Background: an optimization exercise with open tools, aiming at small area, a short achievable clock period and few clock cycles per item. Do not read the settings as production practice. Function was checked by simulation only, so behaviour that the tests miss may differ from the original.

==> v26 <==
## scalar_kalman_filter_core
module scalar_kalman_filter_core
#(
  parameter int DATA_WIDTH = 32,
  parameter int FRAC_BITS  = 16
) (
  input  logic                 clk,
  input  logic                 rst_n,
  input  logic                 in_tvalid,
  output logic                 in_tready,
  input  logic [63:0]          in_tdata,     
  output logic                 out_tvalid,
  input  logic                 out_tready,
  output logic [31:0]          out_tdata,    
  output logic                 out_tuser,    
  input  logic                 cfg_valid,
  output logic                 cfg_ready,
  input  logic [2:0]           cfg_index,
  input  logic [31:0]          cfg_data
);
==> flow/config.mk <==
export PLATFORM = sky130hd
export DESIGN_NAME = scalar_kalman_filter_core
export DESIGN_NICKNAME = scalar_kalman_filter_core
export VERILOG_FILES = /design/flow/design.v
export SDC_FILE = /design/flow/constraint.sdc
export NUM_CORES = 4
export LEC_CHECK = 0
export CAP_MARGIN = 20
export CORE_MARGIN = 2
export CORE_UTILIZATION = 40
export SETUP_SLACK_MARGIN = 2.5
export SLEW_MARGIN = 20
==> flow/constraint.sdc <==
create_clock -name core_clock -period 10.0 [get_ports {clk}]
set_input_delay 2.0000 -clock core_clock [delete_from_list [all_inputs] [get_ports {clk}]]
set_output_delay 2.0000 -clock core_clock [all_outputs]
set_load 0.01 [all_outputs]
run.sh (not shown) runs the stock make flow with config.mk's settings and CLKGATE_MAP_FILE= SYNTH_SCRIPT=/design/flow/synth_recipe.tcl, a recipe that flattens the netlist after the stock synthesis.
==> v31 (differences from v26) <==
--- a/flow/design.v
+++ b/flow/design.v
@@ -142,31 +142,28 @@
       dd_s   = k_neg ^ k_r[31];
       dv_src = r_C;
     end
   end
   wire [31:0] dv_mag = dv_src[31] ? (32'd0 - dv_src) : dv_src;
   wire [47:0] dstream = {dd_mag, 16'd0};
   wire        d_ovf = {15'd0, dd_mag[31:15]} >= dv_mag;    
-  wire        d_lt1 = {12'd0, dd_mag[31:12]} <  dv_mag;    
-  wire        d_lt2 = { 8'd0, dd_mag[31:8]}  <  dv_mag;    
-  wire        d_lt3 = { 4'd0, dd_mag[31:4]}  <  dv_mag;    
-  wire        d_lt4 = dd_mag                 <  dv_mag;    
+  wire        d_lt20 = {4'd0, dd_mag[31:4]} < dv_mag;    
+  wire        d_lt16 = dd_mag < dv_mag;    
+  wire        d_lt12 = {dd_mag, 4'd0} < {4'd0, dv_mag};    
   logic [2:0]  d_cnt0;
   logic [31:0] d_rem0, d_q0;
   always_comb begin
     if (d_ovf) begin
       d_cnt0 = 3'd7; d_rem0 = 32'(dstream[47:32]); d_q0 = dstream[31:0];
-    end else if (d_lt4) begin
+    end else if (d_lt12) begin
+      d_cnt0 = 3'd5; d_rem0 = 32'(dstream[47:12]); d_q0 = {dstream[11:0], 20'd0};
+    end else if (d_lt16) begin
       d_cnt0 = 3'd4; d_rem0 = 32'(dstream[47:16]); d_q0 = {dstream[15:0], 16'd0};
-    end else if (d_lt3) begin
+    end else if (d_lt20) begin
       d_cnt0 = 3'd3; d_rem0 = 32'(dstream[47:20]); d_q0 = {dstream[19:0], 12'd0};
-    end else if (d_lt2) begin
-      d_cnt0 = 3'd2; d_rem0 = 32'(dstream[47:24]); d_q0 = {dstream[23:0], 8'd0};
-    end else if (d_lt1) begin
-      d_cnt0 = 3'd1; d_rem0 = 32'(dstream[47:28]); d_q0 = {dstream[27:0], 4'd0};
     end else begin
       d_cnt0 = 3'd0; d_rem0 = 32'(dstream[47:32]); d_q0 = dstream[31:0];
     end
   end
   logic [31:0] sr [3];
   logic [31:0] sq [3];
   always_comb begin
@@ -273,27 +270,17 @@
       OP_P6:   oc_n = pp_r;
       default: oc_n = '0;
     endcase
   end
   wire        commit_h = (op_b == OP_X3) && hit_r;    
   wire        commit_m = (op_b == OP_P6);             
   wire [31:0] psucc = (nsel == 2'd0) ? p_r : ((nsel == 2'd1) ? hp[0] : hp[1]);
-  wire [31:0] pn  = cmp_pend ? p_r : psucc;
-  wire [31:0] lk0 = cmp_pend ? hp[0] : p_r;
-  wire [31:0] lk1 = cmp_pend ? hp[1] : hp[0];
-  wire [31:0] lk2 = cmp_pend ? hp[2] : hp[1];
-  wire        lv0 = cmp_pend ? hv[0] : 1'b1;
-  wire        lv1 = cmp_pend ? hv[1] : hv[0];
-  wire        lv2 = cmp_pend ? hv[2] : hv[1];
-  wire        lf0 = cmp_pend ? hf[0] : 1'b0;
-  wire        lf1 = cmp_pend ? hf[1] : hf[0];
-  wire        lf2 = cmp_pend ? hf[2] : hf[1];
-  wire        e0 = lv0 && (pn == lk0);
-  wire        e1 = lv1 && (pn == lk1);
-  wire        e2 = lv2 && (pn == lk2);
+  wire        e0 = hv[0] && (p_r == hp[0]);
+  wire        e1 = hv[1] && (p_r == hp[1]);
+  wire        e2 = hv[2] && (p_r == hp[2]);
   task automatic push(input logic [31:0] pv, input logic [31:0] kv, input logic kn, input logic fv);
     hp[0] <= pv;    hk[0] <= kv;    hkn[0] <= kn;     hf[0] <= fv;    hv[0] <= 1'b1;
     hp[1] <= hp[0]; hk[1] <= hk[0]; hkn[1] <= hkn[0]; hf[1] <= hf[0]; hv[1] <= hv[0];
     hp[2] <= hp[1]; hk[2] <= hk[1]; hkn[2] <= hkn[1]; hf[2] <= hf[1]; hv[2] <= hv[1];
   endtask
   always_ff @(posedge clk) begin
     if (!rst_n) begin
@@ -328,19 +315,19 @@
           out_f <= 1'b0;
         end
         OP_P6: p_r <= my;
         default: ;
       endcase
       if (commit_h) p_r <= psucc;
       if (commit_h || commit_m) push(p_r, k_r, k_neg, 1'b0);
-      cmp_pend <= commit_m;
-      if (commit_h || cmp_pend) begin
+      cmp_pend <= commit_h || commit_m;
+      if (cmp_pend) begin
         nhit <= e0 | e1 | e2;
         nsel <= e0 ? 2'd0 : (e1 ? 2'd1 : 2'd2);
-        nflt <= e0 ? lf0 : (e1 ? lf1 : lf2);
+        nflt <= e0 ? hf[0] : (e1 ? hf[1] : hf[2]);
       end
       case (st)
         ST_IFLT: if (slot) begin
           out_v <= 1'b1;
           out_f <= 1'b1;
         end
         ST_IX: if (slot) x_r <= k_sgn;
CAP_MARGIN = 30   (was 20)
SETUP_SLACK_MARGIN = 3.2   (was 2.5)
==> v4 (differences from v26) <==
--- a/flow/design.v
+++ b/flow/design.v
@@ -142,31 +142,28 @@
       dd_s   = k_neg ^ k_r[31];
       dv_src = r_C;
     end
   end
   wire [31:0] dv_mag = dv_src[31] ? (32'd0 - dv_src) : dv_src;
   wire [47:0] dstream = {dd_mag, 16'd0};
   wire        d_ovf = {15'd0, dd_mag[31:15]} >= dv_mag;    
-  wire        d_lt1 = {12'd0, dd_mag[31:12]} <  dv_mag;    
-  wire        d_lt2 = { 8'd0, dd_mag[31:8]}  <  dv_mag;    
-  wire        d_lt3 = { 4'd0, dd_mag[31:4]}  <  dv_mag;    
-  wire        d_lt4 = dd_mag                 <  dv_mag;    
+  wire        d_lt20 = {4'd0, dd_mag[31:4]} < dv_mag;    
+  wire        d_lt16 = dd_mag < dv_mag;    
+  wire        d_lt12 = {dd_mag, 4'd0} < {4'd0, dv_mag};    
   logic [2:0]  d_cnt0;
   logic [31:0] d_rem0, d_q0;
   always_comb begin
     if (d_ovf) begin
       d_cnt0 = 3'd7; d_rem0 = 32'(dstream[47:32]); d_q0 = dstream[31:0];
-    end else if (d_lt4) begin
+    end else if (d_lt12) begin
+      d_cnt0 = 3'd5; d_rem0 = 32'(dstream[47:12]); d_q0 = {dstream[11:0], 20'd0};
+    end else if (d_lt16) begin
       d_cnt0 = 3'd4; d_rem0 = 32'(dstream[47:16]); d_q0 = {dstream[15:0], 16'd0};
-    end else if (d_lt3) begin
+    end else if (d_lt20) begin
       d_cnt0 = 3'd3; d_rem0 = 32'(dstream[47:20]); d_q0 = {dstream[19:0], 12'd0};
-    end else if (d_lt2) begin
-      d_cnt0 = 3'd2; d_rem0 = 32'(dstream[47:24]); d_q0 = {dstream[23:0], 8'd0};
-    end else if (d_lt1) begin
-      d_cnt0 = 3'd1; d_rem0 = 32'(dstream[47:28]); d_q0 = {dstream[27:0], 4'd0};
     end else begin
       d_cnt0 = 3'd0; d_rem0 = 32'(dstream[47:32]); d_q0 = dstream[31:0];
     end
   end
   logic [31:0] sr [3];
   logic [31:0] sq [3];
   always_comb begin
@@ -273,27 +270,17 @@
       OP_P6:   oc_n = pp_r;
       default: oc_n = '0;
     endcase
   end
   wire        commit_h = (op_b == OP_X3) && hit_r;    
   wire        commit_m = (op_b == OP_P6);             
   wire [31:0] psucc = (nsel == 2'd0) ? p_r : ((nsel == 2'd1) ? hp[0] : hp[1]);
-  wire [31:0] pn  = cmp_pend ? p_r : psucc;
-  wire [31:0] lk0 = cmp_pend ? hp[0] : p_r;
-  wire [31:0] lk1 = cmp_pend ? hp[1] : hp[0];
-  wire [31:0] lk2 = cmp_pend ? hp[2] : hp[1];
-  wire        lv0 = cmp_pend ? hv[0] : 1'b1;
-  wire        lv1 = cmp_pend ? hv[1] : hv[0];
-  wire        lv2 = cmp_pend ? hv[2] : hv[1];
-  wire        lf0 = cmp_pend ? hf[0] : 1'b0;
-  wire        lf1 = cmp_pend ? hf[1] : hf[0];
-  wire        lf2 = cmp_pend ? hf[2] : hf[1];
-  wire        e0 = lv0 && (pn == lk0);
-  wire        e1 = lv1 && (pn == lk1);
-  wire        e2 = lv2 && (pn == lk2);
+  wire        e0 = hv[0] && (p_r == hp[0]);
+  wire        e1 = hv[1] && (p_r == hp[1]);
+  wire        e2 = hv[2] && (p_r == hp[2]);
   task automatic push(input logic [31:0] pv, input logic [31:0] kv, input logic kn, input logic fv);
     hp[0] <= pv;    hk[0] <= kv;    hkn[0] <= kn;     hf[0] <= fv;    hv[0] <= 1'b1;
     hp[1] <= hp[0]; hk[1] <= hk[0]; hkn[1] <= hkn[0]; hf[1] <= hf[0]; hv[1] <= hv[0];
     hp[2] <= hp[1]; hk[2] <= hk[1]; hkn[2] <= hkn[1]; hf[2] <= hf[1]; hv[2] <= hv[1];
   endtask
   always_ff @(posedge clk) begin
     if (!rst_n) begin
@@ -328,19 +315,19 @@
           out_f <= 1'b0;
         end
         OP_P6: p_r <= my;
         default: ;
       endcase
       if (commit_h) p_r <= psucc;
       if (commit_h || commit_m) push(p_r, k_r, k_neg, 1'b0);
-      cmp_pend <= commit_m;
-      if (commit_h || cmp_pend) begin
+      cmp_pend <= commit_h || commit_m;
+      if (cmp_pend) begin
         nhit <= e0 | e1 | e2;
         nsel <= e0 ? 2'd0 : (e1 ? 2'd1 : 2'd2);
-        nflt <= e0 ? lf0 : (e1 ? lf1 : lf2);
+        nflt <= e0 ? hf[0] : (e1 ? hf[1] : hf[2]);
       end
       case (st)
         ST_IFLT: if (slot) begin
           out_v <= 1'b1;
           out_f <= 1'b1;
         end
         ST_IX: if (slot) x_r <= k_sgn;
==> run notes <==
Global Route met2 Usage 0.5559; average vias per placed instance 6.631; cell with the largest stage delay on the worst path edfxtp_1; number of gates resized after CTS ~120; effective utilization at floorplan 0.4015; result of the run complete, no violations; max-slew headroom at the worst pin 0.1672; final wirelength 454100 µm; antenna cells 16; pin count of the biggest net entering global routing 177; worst endpoint required time 10.59 ns; Worst-Margin Slew 1.249 ns
The numbers above come from v4.

==> run notes <==
worst endpoint required time 10.53 ns; max-slew headroom at the worst pin 0.2237; effective utilization at floorplan 0.4015; cell with the largest stage delay on the worst path edfxtp_1; result of the run complete, no violations; pin count of the biggest net entering global routing 200; antenna cells 12
The numbers above come from v31.

==> run notes <==
result of the run complete, no violations; pin count of the biggest net entering global routing 90; cell with the largest stage delay on the worst path a222oi_1; antenna cells 25; average vias per placed instance 6.772; effective utilization at floorplan 0.4017; max-slew headroom at the worst pin 0.07188
The numbers above come from v26.

Testbench counts of v26, summed over its fixed seeds: cycles 6,498, items 800.
Testbench counts of v31, summed over its fixed seeds: cycles 6,510, items 800.
Testbench counts of v4, summed over its fixed seeds: cycles 6,510, items 800.

re-timing with driven ports:
In the flow no input, the clock included, has a driving cell. The finished layouts below were timed again as built, in two steps. Step 1 sets driving cells, clkbuf_16 on the clock port and buf_2 on the other inputs (assumed; they add their load-dependent delay and slew). Step 2, shift: input delay + t, output delay - t, t = (earliest + latest rising clock arrival at the registers) / 2. This alone moves slack from input paths to output paths. a / b / c = ideal ports / drivers / drivers and shift; a / b = the first two.
run	t, ns	setup WS [ns]	hold WS [ns]	worst setup path after step 2
v26	0.882	2.488 / 2.488 / 1.891	0.342 / 0.342 / 0.342	input to register
v31	0.862	2.620 / 2.620 / 2.225	0.350 / 0.350 / 0.350	input to register
v4	0.862	2.517 / 2.517 / 1.780	0.360 / 0.360 / 0.360	input to register
After both steps setup and hold are still met in every run listed. For v4, which loses most, drivers alone change the setup slack by 0.000 ns; drivers and shift together by -0.737 ns.
